This design comes from an exercise in tuning for small area and a short achievable clock period on the open sky130 flow, not from production work. The RTL was checked by simulation tests, not by an equivalence proof against the original design.

==> inputs of 12-25 <==
==> flow/design.v (excerpt) <==
module spiral_matrix_order #(
  parameter int unsigned MAX_ROWS  = 16,
  parameter int unsigned MAX_COLS  = 16,
  parameter int unsigned DATA_BITS = 32
) (
  input  logic                                clk,
  input  logic                                rst,
  input  logic                                req_valid,
  output logic                                req_stall,
  input  spm_pkg::req_item_t                  req,
  output logic                                rsp_valid,
  input  logic                                rsp_stall,
  output spm_pkg::rsp_item_t                  rsp,
  input  logic                                cfg_valid,
  output logic                                cfg_ready,
  input  logic [spm_pkg::CFG_INDEX_BITS-1:0]  cfg_index,
  input  logic [spm_pkg::COUNT_BITS-1:0]      cfg_data
);
  function automatic logic [3:0] clamp_m1(input logic [4:0] v);
    logic [3:0] res;
    if (v == 5'd0) begin
      res = 4'd0;
    end else if (v[4]) begin
      res = 4'd15;
    end else begin
      res = 4'(v - 5'd1);
    end
    clamp_m1 = res;
  endfunction
  logic [3:0] rows_m1, cols_m1, rows_m1_next, cols_m1_next;
  logic       cfg_row, cfg_col, cfg_hit;
  logic [3:0] ld_row, ld_col;
  logic [7:0] ld_addr;
  logic       req_fire, emit_fire, load_fire;
  logic [3:0] walk_row, walk_col;
  logic       walk_last;
  logic [7:0] walk_addr;
  logic [DATA_BITS-1:0] rd_data;
  logic       p_valid, p_advance, stall_pair;
  logic [3:0] p_row, p_col;
  logic       p_last;
  logic       p_valid_next, rsp_valid_next;
  assign cfg_ready = 1'b1;
  assign cfg_row   = cfg_valid && cfg_index == spm_pkg::REG_ROW_COUNT;
  assign cfg_col   = cfg_valid && cfg_index == spm_pkg::REG_COL_COUNT;
  assign cfg_hit   = cfg_row || cfg_col;
  always_comb begin
    rows_m1_next = rows_m1;
    cols_m1_next = cols_m1;
    if (rst) begin
      rows_m1_next = 4'(spm_pkg::ROW_COUNT_RESET - 1);
      cols_m1_next = 4'(spm_pkg::COL_COUNT_RESET - 1);
    end else if (cfg_row) begin
      rows_m1_next = clamp_m1(cfg_data);
    end else if (cfg_col) begin
      cols_m1_next = clamp_m1(cfg_data);
    end
  end
  always_ff @(posedge clk) begin
    rows_m1 <= rows_m1_next;
    cols_m1 <= cols_m1_next;
  end
  assign req_stall = stall_pair && rsp_stall;
  assign p_advance = p_valid && (!rsp_valid || !rsp_stall);
  assign req_fire  = req_valid && !req_stall;
  ...
==> module spm_ram, before the edit <==
module spm_ram #(
  parameter int unsigned WIDTH = 32,
  parameter int unsigned DEPTH = 256
) (
  input  logic                     clk,
  input  logic                     we,
  input  logic [7:0]               waddr,
  input  logic [WIDTH-1:0]         wdata,
  input  logic                     rload,
  input  logic [7:0]               raddr_new,
  output logic [WIDTH-1:0]         rdata
);
  localparam int unsigned NB = 32;   
  localparam int unsigned NS = 8;    
  logic [2:0] ph, ph1;   
  logic [NS-1:0]             dl_v;
  logic [NS-1:0][7:0]        dl_a;
  logic [NS-1:0][WIDTH-1:0]  dl_d;
  logic [NB-1:0][NS-1:0][WIDTH-1:0] ring;
  always_ff @(posedge clk) begin
    ph1 <= ph1 + 3'd1;
    ph  <= ph1;
  end
  always_ff @(posedge clk) begin
    dl_v <= {dl_v[NS-2:0], we};
    dl_a <= {dl_a[NS-2:0], waddr};
    dl_d <= {dl_d[NS-2:0], wdata};
  end
  logic [NS-1:0]  nv;
  logic [NS-1:0][7:0] na;
  logic [NS-1:0]  cz, cn, sz_d, sn_d, sz, sn;
  logic [NB-1:0]  ins_d_en, ins_en;
  logic           any_z;
  always_comb begin
    logic seen_z;
    nv = {dl_v[NS-2:0], we};
    na = {dl_a[NS-2:0], waddr};
    for (int j = 0; j < NS; j++) begin
      cz[j] = nv[j] && na[j][2:0] == ph1 && na[j][7:3] == 5'd0;
      cn[j] = nv[j] && na[j][2:0] == ph1 && na[j][7:3] != 5'd0;
    end
    seen_z = 1'b0;
    for (int j = 0; j < NS; j++) begin
      sz_d[j] = cz[j] && !seen_z;
      seen_z  = seen_z || cz[j];
    end
    sn_d = cn;
    ins_d_en[0] = seen_z;
    for (int b = 1; b < NB; b++) begin
      ins_d_en[b] = 1'b0;
      for (int j = 0; j < NS; j++) begin
        ins_d_en[b] = ins_d_en[b] || (cn[j] && na[j][7:3] == 5'(b));
      end
    end
  end
  always_ff @(posedge clk) begin
    sz     <= sz_d;
    sn     <= sn_d;
    ins_en <= ins_d_en;
  end
  logic [WIDTH-1:0] bus_z, bus_n;
  always_comb begin
    bus_z = '0;
    bus_n = '0;
    for (int j = 0; j < NS; j++) begin
      bus_z = bus_z | (dl_d[j] & {WIDTH{sz[j]}});
      bus_n = bus_n | (dl_d[j] & {WIDTH{sn[j]}});
    end
  end
  for (genvar b = 0; b < NB; b++) begin : g_bank
    logic [WIDTH-1:0] ins_d;
    if (b == 0) begin : g_z
      assign ins_d = bus_z;
    end else begin : g_n
      assign ins_d = bus_n;
    end
    always_ff @(posedge clk) begin
      for (int p = 0; p < NS - 1; p++) begin
        ring[b][p] <= ring[b][p+1];
      end
      ring[b][NS-1] <= ins_en[b] ? ins_d : ring[b][0];
    end
  end
  logic [7:0]       r_addr;
  logic [NB-1:0]    r_bank;    
  logic [NS-1:0]    r_pos;     
  logic [2:0]       pos_new;
  assign pos_new = raddr_new[2:0] - ph1;
  always_ff @(posedge clk) begin
    if (rload) begin
      r_addr <= raddr_new;
      for (int i = 0; i < NB; i++) begin
        r_bank[i] <= raddr_new[7:3] == 5'(i);
      end
      for (int i = 0; i < NS; i++) begin
        r_pos[i]  <= pos_new == 3'(i);
      end
    end else begin
      r_pos <= {r_pos[0], r_pos[NS-1:1]};
    end
  end
  logic [NS-1:0][WIDTH-1:0] pos_rd;
  logic [WIDTH-1:0] ring_rd, byp_d;
  logic [NS-1:0]    hit, hsel;
  logic             any_hit;
  always_comb begin
    logic seen;
    for (int p = 0; p < NS; p++) begin
      pos_rd[p] = '0;
      for (int b = 0; b < NB; b++) begin
        pos_rd[p] = pos_rd[p] | (ring[b][p] & {WIDTH{r_bank[b]}});
      end
    end
    ring_rd = '0;
    for (int p = 0; p < NS; p++) begin
      ring_rd = ring_rd | (pos_rd[p] & {WIDTH{r_pos[p]}});
    end
    seen = 1'b0;
    for (int j = 0; j < NS; j++) begin
      hit[j]  = dl_v[j] && dl_a[j] == r_addr;
      hsel[j] = hit[j] && !seen;
      seen    = seen || hit[j];
    end
    any_hit = seen;
    byp_d = '0;
    for (int j = 0; j < NS; j++) begin
      byp_d = byp_d | (dl_d[j] & {WIDTH{hsel[j]}});
    end
    rdata = any_hit ? byp_d : ring_rd;
  end
endmodule
Settings: LEC_CHECK=0, ABC_CLOCK_PERIOD_IN_PS=3500, CAP_MARGIN=20, CORE_MARGIN=2, CORE_UTILIZATION=55, CTS_BUF_LIST=sky130_fd_sc_hd__clkbuf_16, CTS_CLUSTER_DIAMETER=70, CTS_CLUSTER_SIZE=30, PLACE_DENSITY=0.7, SETUP_SLACK_MARGIN=4.6, SLEW_MARGIN=20, SYNTH_MEMORY_MAX_BITS=16384; clock period 8.0 ns.
run.sh (not shown) runs the stock make flow with config.mk's settings and CLKGATE_MAP_FILE= SYNTH_SCRIPT=/design/flow/synth_recipe.tcl, a recipe that flattens the netlist after the stock synthesis.
==> inputs of 10-26, as changes to 12-25 <==
--- a/flow/design.v
+++ b/flow/design.v
@@ -44,5 +44,5 @@
 );
-  localparam int unsigned NB = 32;   
-  localparam int unsigned NS = 8;    
-  logic [2:0] ph, ph1;   
+  localparam int unsigned NB = 16;   
+  localparam int unsigned NS = 16;   
+  logic [3:0] ph, ph1;
   logic [NS-1:0]             dl_v;
@@ -51,5 +51,5 @@
   logic [NB-1:0][NS-1:0][WIDTH-1:0] ring;
+  assign ph1 = ph + 4'd1;
   always_ff @(posedge clk) begin
-    ph1 <= ph1 + 3'd1;
-    ph  <= ph1;
+    ph <= ph1;
   end
@@ -66,3 +66,3 @@
   always_comb begin
-    logic seen_z;
+    logic seen_z, seen_n;
     nv = {dl_v[NS-2:0], we};
@@ -70,11 +70,13 @@
     for (int j = 0; j < NS; j++) begin
-      cz[j] = nv[j] && na[j][2:0] == ph1 && na[j][7:3] == 5'd0;
-      cn[j] = nv[j] && na[j][2:0] == ph1 && na[j][7:3] != 5'd0;
+      cz[j] = nv[j] && na[j][3:0] == ph1 && na[j][7:4] == 4'd0;
+      cn[j] = nv[j] && na[j][3:0] == ph1 && na[j][7:4] != 4'd0;
     end
     seen_z = 1'b0;
+    seen_n = 1'b0;
     for (int j = 0; j < NS; j++) begin
       sz_d[j] = cz[j] && !seen_z;
+      sn_d[j] = cn[j] && !seen_n;
       seen_z  = seen_z || cz[j];
+      seen_n  = seen_n || cn[j];
     end
-    sn_d = cn;
     ins_d_en[0] = seen_z;
@@ -83,3 +85,3 @@
       for (int j = 0; j < NS; j++) begin
-        ins_d_en[b] = ins_d_en[b] || (cn[j] && na[j][7:3] == 5'(b));
+        ins_d_en[b] = ins_d_en[b] || (sn_d[j] && na[j][7:4] == 4'(b));
       end
@@ -118,4 +120,4 @@
   logic [NS-1:0]    r_pos;     
-  logic [2:0]       pos_new;
-  assign pos_new = raddr_new[2:0] - ph1;
+  logic [3:0]       pos_new;
+  assign pos_new = raddr_new[3:0] - ph1;
   always_ff @(posedge clk) begin
@@ -123,7 +125,5 @@
       r_addr <= raddr_new;
-      for (int i = 0; i < NB; i++) begin
-        r_bank[i] <= raddr_new[7:3] == 5'(i);
-      end
-      for (int i = 0; i < NS; i++) begin
-        r_pos[i]  <= pos_new == 3'(i);
+      for (int i = 0; i < 16; i++) begin
+        r_bank[i] <= raddr_new[7:4] == 4'(i);
+        r_pos[i]  <= pos_new == 4'(i);
       end
@@ -133,3 +133,3 @@
   end
-  logic [NS-1:0][WIDTH-1:0] pos_rd;
+  logic [NB-1:0][WIDTH-1:0] bank_rd;
   logic [WIDTH-1:0] ring_rd, byp_d;
@@ -139,6 +139,6 @@
     logic seen;
-    for (int p = 0; p < NS; p++) begin
-      pos_rd[p] = '0;
-      for (int b = 0; b < NB; b++) begin
-        pos_rd[p] = pos_rd[p] | (ring[b][p] & {WIDTH{r_bank[b]}});
+    for (int b = 0; b < NB; b++) begin
+      bank_rd[b] = '0;
+      for (int p = 0; p < NS; p++) begin
+        bank_rd[b] = bank_rd[b] | (ring[b][p] & {WIDTH{r_pos[p]}});
       end
@@ -146,4 +146,4 @@
     ring_rd = '0;
-    for (int p = 0; p < NS; p++) begin
-      ring_rd = ring_rd | (pos_rd[p] & {WIDTH{r_pos[p]}});
+    for (int b = 0; b < NB; b++) begin
+      ring_rd = ring_rd | (bank_rd[b] & {WIDTH{r_bank[b]}});
     end
Settings changed: CORE_UTILIZATION 55 to 45, CTS_BUF_LIST sky130_fd_sc_hd__clkbuf_16 to not set, CTS_CLUSTER_DIAMETER 70 to not set, CTS_CLUSTER_SIZE 30 to not set, PLACE_DENSITY 0.7 to not set, SETUP_SLACK_MARGIN 4.6 to 4.2.
==> flow_metrics.env <==
export IMPL_final_cells=24840
export IMPL_nNetsFinal=18851
export IMPL_seq_cells=8734
export IMPL_place_area_sq_um=247000
export IMPL_outcome="timing/DRC/antenna clean"
export IMPL_postLayoutSetupSlackWorst_ns=4.31
export IMPL_powerComb_w=0.00310
export IMPL_criticalPathCategory="flip-flop to primary output"
That was 12-25.
==> flow_metrics.env <==
export IMPL_criticalPathCategory="flip-flop to flip-flop"
export IMPL_pwr_share_comb_pct=2.9
export IMPL_outcome="timing/DRC/antenna clean"
export IMPL_p_sw_share_pct=22.5
export IMPL_place_area_sq_um=259000
export IMPL_nNetsFinal=19462
export IMPL_seq_cells=9055
export IMPL_dp_slack_ns=2.30
export IMPL_powerComb_w=0.00257
export IMPL_busiest_layer="met2"
export IMPL_final_cells=27402
export IMPL_critPathMaxFanout=40
export IMPL_drv_slew=0
That was 10-26.

what the ideal ports hide:
The results above use ideal ports. As a check the final layouts listed here were re-extracted and re-timed, cells and wires unchanged. Step 1 assumes that a clkbuf_16 drives the clock port and a buf_2 every other input. Step 2 moves the port delays by t, midway between the first and last clock arrival at a register: inputs arrive t later, outputs are due t later. That takes back most of the time a late clock gives input paths. Three values: no drivers, after step 1, after step 2; two values: the first two.
run | t, ns | setup WS [ns] | worst register clock-pin slew, ns | worst slew at a driven data input, ns | cell pins on the clock port's net
12-25 | 1.167 | 4.308 / 4.183 / 3.687 | 0.12 / 0.12 | 0.09 | 1
10-26 | 1.249 | 4.119 / 4.054 / 3.083 | 0.08 / 0.08 | 0.22 | 1
After both steps every run listed still meets setup and hold. The setup slack of 10-26, which loses most, moves by -0.065 ns with the drivers and by -1.036 ns with both steps.
